From an optimization exercise on the open Yosys and OpenROAD flow, aimed at small area, a short achievable clock period and few clock cycles per item; shortcuts taken in it are not production practice.
For this run, only the layout was checked, not whether the RTL still works.

File: flow/design.v
package mada_pkg;
  localparam int WINDOW_SIZE_DEFAULT = 20;
  localparam int SAMPLE_W            = 12;
  localparam int PERIOD_W            = 8;
  localparam int CFG_INDEX_W         = 4;
  localparam int CFG_DATA_W          = 12;
endpackage
module moving_average_deviation_alarm #(
  parameter int WINDOW_SIZE = mada_pkg::WINDOW_SIZE_DEFAULT
) (
  input  logic        clk,
  input  logic        rst,
  input  logic        in_valid,
  output logic        in_stall,
  input  logic [11:0] sample,
  output logic        out_valid,
  input  logic        out_stall,
  output logic [11:0] average,
  output logic [11:0] deviation,
  output logic        alarm,
  output logic        report_due,
  output logic        initialized,
  input  logic        cfg_valid,
  output logic        cfg_ready,
  input  logic [3:0]  cfg_index,
  input  logic [11:0] cfg_data
);
  localparam logic [351:0] DIV_HI = 352'b1100011001011000000000101110010111011001100110101100100101001100101010000000010011001011100100110011000110010010000110010100000000000111100101101110011001011011001000110011001001100000000010110010110101001100101001100100010001100100100000000000111001011001100110010010110010000100110010001000000000001100101100010011001000011001000000011001000000000000;
  localparam logic [383:0] DIV_Y = 384'b000000000000000000000000000000000000000000000000000000000000000000000000000000000000000000000000000000000000000000000000000000000000000000000000000000000000000000000000111000110100110011110010110001110000101100101011101010101001101000100100100011100010100001100000011100011011011010011001011000010100010011010010010001010000001100001011001010001001001000000100000011000010000001000000;
  logic [11:0] thr, vlo, vhi;
  logic [7:0]  per;
  assign cfg_ready = 1'b1;
  always_ff @(posedge clk) begin
    if (rst) begin
      thr <= 12'd32;
      vlo <= 12'd16;
      vhi <= 12'd1600;
      per <= 8'd10;
    end else if (cfg_valid) begin
      case (cfg_index)
        4'd0: thr <= cfg_data;
        4'd1: vlo <= cfg_data;
        4'd2: vhi <= cfg_data;
        4'd3: per <= cfg_data[7:0];
        default: ;
      endcase
    end
  end
  logic        adv, acc;
  logic        skid_v;
  logic [11:0] skid_d;
  logic [11:0] in_w, sbi;
  logic [10:0] dhi;
  logic [5:0]  yi;
  assign adv      = !(out_valid && out_stall);
  assign in_stall = skid_v;
  assign acc      = in_valid && !skid_v;
  always_ff @(posedge clk) begin
    if (rst) skid_v <= 1'b0;
    else     skid_v <= !adv && (skid_v || acc);
  end
  always_ff @(posedge clk) begin
    if (!skid_v) skid_d <= sample;
  end
  assign in_w = skid_v ? skid_d : sample;
  assign sbi  = {~in_w[11], in_w[10:0]};
  assign dhi  = DIV_HI[11*sbi[11:7] +: 11];
  assign yi   = {3'd0, dhi[2:0]} + {1'b0, sbi[6:2]};
  logic        v0;
  logic [11:0] s0;
  logic [7:0]  qh0;
  logic [5:0]  y0;
  logic [7:0]  cnt;
  logic [5:0]  dy;
  logic [7:0]  q0;
  logic [4:0]  r0;
  logic        inr0, rep0;
  always_ff @(posedge clk) begin
    if (rst) v0 <= 1'b0;
    else if (adv) v0 <= skid_v || acc;
  end
  always_ff @(posedge clk) begin
    if (adv) begin
      s0  <= in_w;
      qh0 <= dhi[10:3];
      y0  <= yi;
    end
  end
  assign dy = DIV_Y[6*y0 +: 6];
  assign q0 = qh0 + {5'd0, dy[5:3]};
  assign r0 = {dy[2:0], s0[1:0]};
  assign inr0 = ($signed(s0) > $signed(vlo)) && ($signed(s0) < $signed(vhi));
  assign rep0 = (cnt >= per);
  always_ff @(posedge clk) begin
    if (rst) cnt <= 8'd0;
    else if (adv && v0) cnt <= rep0 ? 8'd1 : cnt + 8'd1;
  end
  logic        v1, inr1, rep1;
  logic [7:0]  q1;
  logic [4:0]  r1;
  logic [11:0] s1;
  always_ff @(posedge clk) begin
    if (rst) v1 <= 1'b0;
    else if (adv) v1 <= v0;
  end
  always_ff @(posedge clk) begin
    if (adv) begin
      q1   <= q0;
      r1   <= r0;
      s1   <= s0;
      inr1 <= inr0;
      rep1 <= rep0;
    end
  end
  logic [7:0]        wq [0:19];
  logic [4:0]        wr [0:19];
  logic [7:0]        fq;
  logic [4:0]        fr;
  logic [4:0]        kcnt;
  logic              kfull;
  logic              filled;
  logic [4:0]        R;
  logic              fill, upd;
  logic [7:0]        qrem;
  logic [4:0]        rrem;
  logic signed [6:0] rx;
  logic              cp, cn;
  logic [4:0]        rn;
  logic [8:0]        x1;
  assign fill  = v1 && !filled && inr1;
  assign upd   = v1 && filled;
  assign qrem  = kfull ? wq[19] : fq;
  assign rrem  = kfull ? wr[19] : fr;
  assign rx    = $signed({2'b0, R}) + $signed({2'b0, r1}) - $signed({2'b0, rrem});
  assign cn    = rx[6];
  assign cp    = !rx[6] && (rx >= 7'sd20);
  assign rn    = cn ? 5'(rx + 7'sd20) : (cp ? 5'(rx - 7'sd20) : rx[4:0]);
  assign x1    = {1'b0, q1} - {1'b0, qrem};
  always_ff @(posedge clk) begin
    if (adv && v1) begin
      wq[0] <= q1;
      wr[0] <= r1;
      for (int i = 1; i < 20; i++) begin
        wq[i] <= wq[i-1];
        wr[i] <= wr[i-1];
      end
    end
  end
  always_ff @(posedge clk) begin
    if (rst) filled <= 1'b0;
    else if (adv && fill) filled <= 1'b1;
  end
  always_ff @(posedge clk) begin
    if (adv) begin
      if (fill) begin
        fq    <= q1;
        fr    <= r1;
        kcnt  <= 5'd0;
        kfull <= 1'b0;
        R     <= 5'd0;
      end else if (upd) begin
        R <= rn;
        if (!kfull) kcnt <= kcnt + 5'd1;
        if (kcnt == 5'd18) kfull <= 1'b1;
      end
    end
  end
  logic        v2, fill2, upd2, cp2, cn2, rep2, init2;
  logic [8:0]  x2;
  logic [11:0] s2;
  logic [11:0] Q;
  always_ff @(posedge clk) begin
    if (rst) v2 <= 1'b0;
    else if (adv) v2 <= v1;
  end
  always_ff @(posedge clk) begin
    if (adv) begin
      fill2 <= fill;
      upd2  <= upd;
      x2    <= x1;
      cp2   <= cp;
      cn2   <= cn;
      s2    <= s1;
      rep2  <= rep1;
      init2 <= filled || fill;
    end
  end
  always_ff @(posedge clk) begin
    if (adv) begin
      if (fill2) Q <= {~s2[11], s2[10:0]};
      else if (upd2) Q <= Q + {{3{x2[8]}}, x2} + {11'd0, cp2} - {11'd0, cn2};
    end
  end
  logic        v3, upd3, rep3, init3, rnz3;
  logic [11:0] s3;
  always_ff @(posedge clk) begin
    if (rst) v3 <= 1'b0;
    else if (adv) v3 <= v2;
  end
  always_ff @(posedge clk) begin
    if (adv) begin
      upd3  <= upd2;
      s3    <= s2;
      rep3  <= rep2;
      init3 <= init2;
      rnz3  <= (R != 5'd0);
    end
  end
  logic        corr, dneg, zero, thr0;
  logic [11:0] sb3, avgb, dx, tsel;
  logic [12:0] d;
  logic [11:0] dev;
  assign corr = !Q[11] && rnz3;
  assign sb3  = {~s3[11], s3[10:0]};
  assign avgb = Q + {11'd0, corr};
  assign d    = {1'b0, sb3} + {1'b1, ~Q} + {12'd0, !corr};
  assign dneg = d[12];
  assign dx   = dneg ? ~d[11:0] : d[11:0];
  assign tsel = dneg ? thr - 12'd1 : thr;
  assign thr0 = (thr == 12'd0);
  assign zero = !upd3 || (s3 == 12'd0) || (Q == 12'h800 && !corr) || (Q == 12'h7FF && corr);
  assign dev  = zero ? 12'd0 : dx + {11'd0, dneg};
  always_ff @(posedge clk) begin
    if (rst) out_valid <= 1'b0;
    else if (adv) out_valid <= v3;
  end
  always_ff @(posedge clk) begin
    if (adv) begin
      average     <= upd3 ? (avgb ^ 12'h800) : 12'd0;
      deviation   <= dev;
      alarm       <= thr0 || (!zero && (dx >= tsel));
      report_due  <= rep3;
      initialized <= init3;
    end
  end
endmodule
File: flow/run.sh
#!/bin/bash
# synth_recipe.tcl (not shown) runs the flow's synth.tcl, then flattens the netlist and writes it again
# the make line also repeats each setting of config.mk as NAME=value (left out here)
make -C /OpenROAD-flow-scripts/flow DESIGN_CONFIG=/design/flow/config.mk WORK_HOME=/design/flow/orfs CLKGATE_MAP_FILE= SYNTH_SCRIPT=/design/flow/synth_recipe.tcl finish
File: flow/config.mk
export PLATFORM = sky130hd
export DESIGN_NAME = moving_average_deviation_alarm
export DESIGN_NICKNAME = moving_average_deviation_alarm
export VERILOG_FILES = /design/flow/design.v
export SDC_FILE = /design/flow/constraint.sdc
export NUM_CORES = 4
export LEC_CHECK = 0
export CAP_MARGIN = 20
export CORE_MARGIN = 2
export CORE_UTILIZATION = 40
export SETUP_SLACK_MARGIN = 2.5
export SLEW_MARGIN = 20
File: flow/constraint.sdc
create_clock -name core_clock -period 5.5 [get_ports {clk}]
set_input_delay 1.1000 -clock core_clock [delete_from_list [all_inputs] [get_ports {clk}]]
set_output_delay 1.1000 -clock core_clock [all_outputs]
set_load 0.01 [all_outputs]
==> notes.md <==
per-layer routing:
layer	track usage, %	wire length, um	up-vias
met1	21.6	19600	5878
met2	21.9	17400	195
met5	0	0	-
li1	-	-	5813
met3	2.32	1410	67
met4	4.63	918	0
flip-flops by register name, summed over array words and instances, names as in the netlist, 9 cells and up:
| signal | cells |
|---|---|
| wq | 160 |
| wr | 100 |
| Q | 12 |
| average | 12 |
| deviation | 12 |
| s0 | 12 |
| s2 | 12 |
| s3 | 12 |
| skid_d | 12 |
| thr | 12 |
| vhi | 12 |
| vlo | 12 |
| s1 | 10 |
| x2 | 9 |
stage by stage:
stage / hold slack [ps] / instances
detailed placement: 405 / 2214
finish: 405 / 2387
global route: 421 / 2387
CTS: 415 / 2352
global placement: 400 / 2214
floorplan: 400 / 1494
critical path, stage by stage, from the launching register on:
cell and delay, ps:
sky130_fd_sc_hd__edfxtp_1 380, sky130_fd_sc_hd__nor2b_4 150, sky130_fd_sc_hd__fa_2 400, sky130_fd_sc_hd__fa_2 380, sky130_fd_sc_hd__nor2b_4 150, sky130_fd_sc_hd__o31a_4 160, sky130_fd_sc_hd__o2111ai_4 130, sky130_fd_sc_hd__nand3_4 170
sky130_fd_sc_hd__inv_8 70, sky130_fd_sc_hd__ha_4 270, sky130_fd_sc_hd__ha_4 180, sky130_fd_sc_hd__nand2b_4 120, sky130_fd_sc_hd__a21o_1 150, sky130_fd_sc_hd__a21o_1 160, sky130_fd_sc_hd__a211oi_2 170, sky130_fd_sc_hd__o21bai_1 100
sky130_fd_sc_hd__a211oi_2 210, sky130_fd_sc_hd__o21a_1 150, sky130_fd_sc_hd__o21ai_1 60
report_power, final:
part / switching (uW) / internal (uW)
registers: 151 / 4320
clock network: 1430 / 2100
logic: 1320 / 1190
cells by family (layout without fill, tap and decap cells):
logic type,Yosys count,count (layout),share of synthesized area [%]
DFF,487,487,66.9
and+or+nand+nor,339,339,7.77
AOI/OAI and AO/OA,220,220,7.21
buffers and inverters,168,381,3.07
adders and majority gates,128,128,8.12
xor gates and xnor gates,80,80,3.37
muxes,71,71,3.60
other,1,1,0.0180
placed cells by master (no fill, tap or decap), drive strengths merged, types with 7 or more instances in the layout:
master / instances
nor2b: 11
mux2i: 53
ha: 115
xor2: 27
a21o: 25
nor4: 15
inv: 133
mux2: 17
dfxtp: 71
clkinv: 20
o21ai: 36
nor2: 136
fa: 12
a211oi: 11
nor3: 26
and3: 9
clkdlybuf4s50: 56
a211o: 11
xnor2: 53
a21oi: 55
nand4: 10
clkinvlp: 10
nand3: 20
nand2: 59
o211ai: 8
bufinv: 7
and2: 20
o21a: 16
buf: 91
edfxtp: 416
clkbuf: 62
nand2b: 10
a21boi: 7
cell type report:
cell class,instances,area [um2]
fillers,4381,26100
well taps,680,851
clock inverters,33,379
inverters,136,537
repair inverters,1,5.00
flip-flops and latches,487,13900
clock buffers,61,1360
repair buffers,150,1340
multi-input cells,839,6960
worst paths after layout:
kind             from  endpoint  slack, ps  cells past startpoint
min reg2reg  wq[7][1]  wq[8][1]        410                      0
max              rnz3     alarm       1710                     18
min          wq[7][1]  wq[8][1]        410                      0
max reg2reg      rnz3     alarm       1710                     18
timing repair:
item	in CTS	in global routing
setup buffers	43	35
cloned	1	0
endpoints found under the setup margin	342	26
pin swaps	33	50
gates resized for setup	57	55
==> metrics.json <==
{
  "outcome": {"value": "timing/DRC/antenna clean"},
  "synth.area.top_cells": {"value": "sky130_fd_sc_hd__edfxtp_1, sky130_fd_sc_hd__ha_1, sky130_fd_sc_hd__dfxtp_1, sky130_fd_sc_hd__mux2i_1, sky130_fd_sc_hd__nor2_1"},
  "final_util": {"value": 49.3, "unit": "%"},
  "worst-endpoint-arrival": {"value": 4140, "unit": "ps"},
  "cts_hold_bufs": {"value": 0},
  "syn_inst": {"value": 1494},
  "timing.final.setup_violations": {"value": 0},
  "layout_worst_path_cycle_share": {"value": 69.0, "unit": "%"},
  "placement.io_buffers": {"value": 61},
  "drt_first_iter_violations": {"value": 859},
  "post-synth-top-count-cell": {"value": "sky130_fd_sc_hd__edfxtp_1"},
  "worst_skew_pair.late_latency": {"value": 590, "unit": "ps"},
  "wl": {"value": 39300, "unit": "um"},
  "final_critical_path_setup_slack": {"value": 1710, "unit": "ps"},
  "max_cap_violations": {"value": 0},
  "drt-wirelength-per-cell": {"value": 16.5, "unit": "um"},
  "maxSlewHeadroom": {"value": 47.4, "unit": "%"},
  "classification_of_the_worst_slack_hold_path": {"value": "flip-flop to flip-flop"},
  "synth.yosys.seq_area_share": {"value": 66.9, "unit": "%"},
  "syn-mean-instance-area": {"value": 13.9, "unit": "um2"},
  "synth_top_area_share": {"value": 60.0, "unit": "%"},
  "wire_length_of_the_first_global_routing_pass": {"value": 62000, "unit": "um"},
  "worst_endpoint_required_time": {"value": 5840, "unit": "ps"},
  "report.final.hold_viol_count": {"value": 0},
  "clock_tree.htree_level_count": {"value": 2},
  "detail-route-antenna-nets": {"value": 0},
  "number_of_global_route_vias_before_repair": {"value": 11400},
  "boundaryPins": {"value": 63},
  "fin_nets": {"value": 1826},
  "drt_drc_violations_left": {"value": 0},
  "insertedDiodeCount": {"value": 0},
  "tritoncts": {"value": "done"},
  "die_width": {"value": 232, "unit": "um"},
  "flow.area_growth_from_synthesis": {"value": 21.8, "unit": "%"},
  "detailroute.via_count": {"value": 12000},
  "grt_antenna_before_repair": {"value": 0},
  "totalPowerFinal": {"value": 10500, "unit": "uW"},
  "starting_density": {"value": 40.5, "unit": "%"},
  "dieArea": {"value": 53900, "unit": "um2"},
  "cp_max_fo": {"value": 6},
  "dr.pass1.iters": {"value": 5},
  "numCtsBuffers": {"value": 51},
  "path_class": {"value": "flip-flop to flip-flop"},
  "die-height": {"value": 232, "unit": "um"},
  "clock_pin_slew_worst_setup_and_hold_paths": {"value": 60, "unit": "ps"},
  "power_density": {"value": 415, "unit": "nW/um2"},
  "synth_common_cells": {"value": "sky130_fd_sc_hd__edfxtp_1, sky130_fd_sc_hd__nor2_1, sky130_fd_sc_hd__inv_1, sky130_fd_sc_hd__ha_1, sky130_fd_sc_hd__dfxtp_1"},
  "yosysTopAreaCell": {"value": "sky130_fd_sc_hd__edfxtp_1"},
  "yosysWarnings": {"value": 3},
  "share_of_post_route_cells_with_drive_strength_above_1": {"value": 18.6, "unit": "%"},
  "placed_cell_area": {"value": 22500, "unit": "um2"},
  "clock_sink_count": {"value": 487},
  "finalSetupTns": {"value": 0, "unit": "ps"},
  "net_count_synth": {"value": 1654},
  "period_needed": {"value": 3790, "unit": "ps"},
  "synth.cell_area": {"value": 20800, "unit": "um2"},
  "dr_vias_cell": {"value": 5.01},
  "std_cell_rows": {"value": 83},
  "detailed_place_hpwl": {"value": 25300, "unit": "um"},
  "routabilityCongestion": {"value": 0.838},
  "crit_path_start_kind": {"value": "flip-flop"},
  "gr-usage-all-layers": {"value": 14.6, "unit": "%"},
  "largest_net_degree_at_the_start_of_global_routing": {"value": 147},
  "synth_async_sr_flop_share": {"value": 0, "unit": "%"},
  "synth_seq_cells": {"value": 487},
  "fmax": {"value": 0.264, "unit": "GHz"},
  "post-place-ws": {"value": 1240, "unit": "ps"},
  "final_cell_area": {"value": 25300, "unit": "um2"},
  "grt_setup_unrepaired": {"value": "yes"},
  "endpoint_kind": {"value": "flip-flop"},
  "synth_edf_count": {"value": 416},
  "fp.coreArea": {"value": 51400, "unit": "um2"},
  "vdd.ir_drop.worst": {"value": 0.000232, "unit": "V"},
  "max-clock-path-buffers": {"value": 3},
  "finalMaxSlewViolations": {"value": 0},
  "timing.clock.skew": {"value": 19.4, "unit": "ps"},
  "worstMarginPinSlew": {"value": 786, "unit": "ps"},
  "synth_cell_types": {"value": 76},
  "postSynth.topFlopCell": {"value": "sky130_fd_sc_hd__edfxtp_1"},
  "p_leak": {"value": 0.00957, "unit": "uW"},
  "clock-root-buffer": {"value": "sky130_fd_sc_hd__clkbuf_16"},
  "globalRoute.totalOverflow": {"value": 0}
}

==> static timing again, ports no longer ideal <==
Ports are ideal in the flow. The routed layout listed here was re-timed in OpenROAD.
Step 1 assumes that a clkbuf_16 drives the clock port and a buf_2 every other input.
Step 2 moves the port delays by t, midway between the first and last clock arrival at a register: inputs arrive t later, outputs are due t later. That takes back most of the time a late clock gives input paths.
a / b / c = no drivers / after step 1 / after step 2; a / b = the first two.
shift t [ns]: 0.638
setup WS [ns]: 1.706 / 1.706 / 1.706
worst slew at a driven data input, ns: 0.05
cell pins on the clock port's net: 1
After both steps this run still meets setup and hold. For this run, drivers alone change the setup slack by 0.000 ns; drivers and shift together by 0.000 ns.
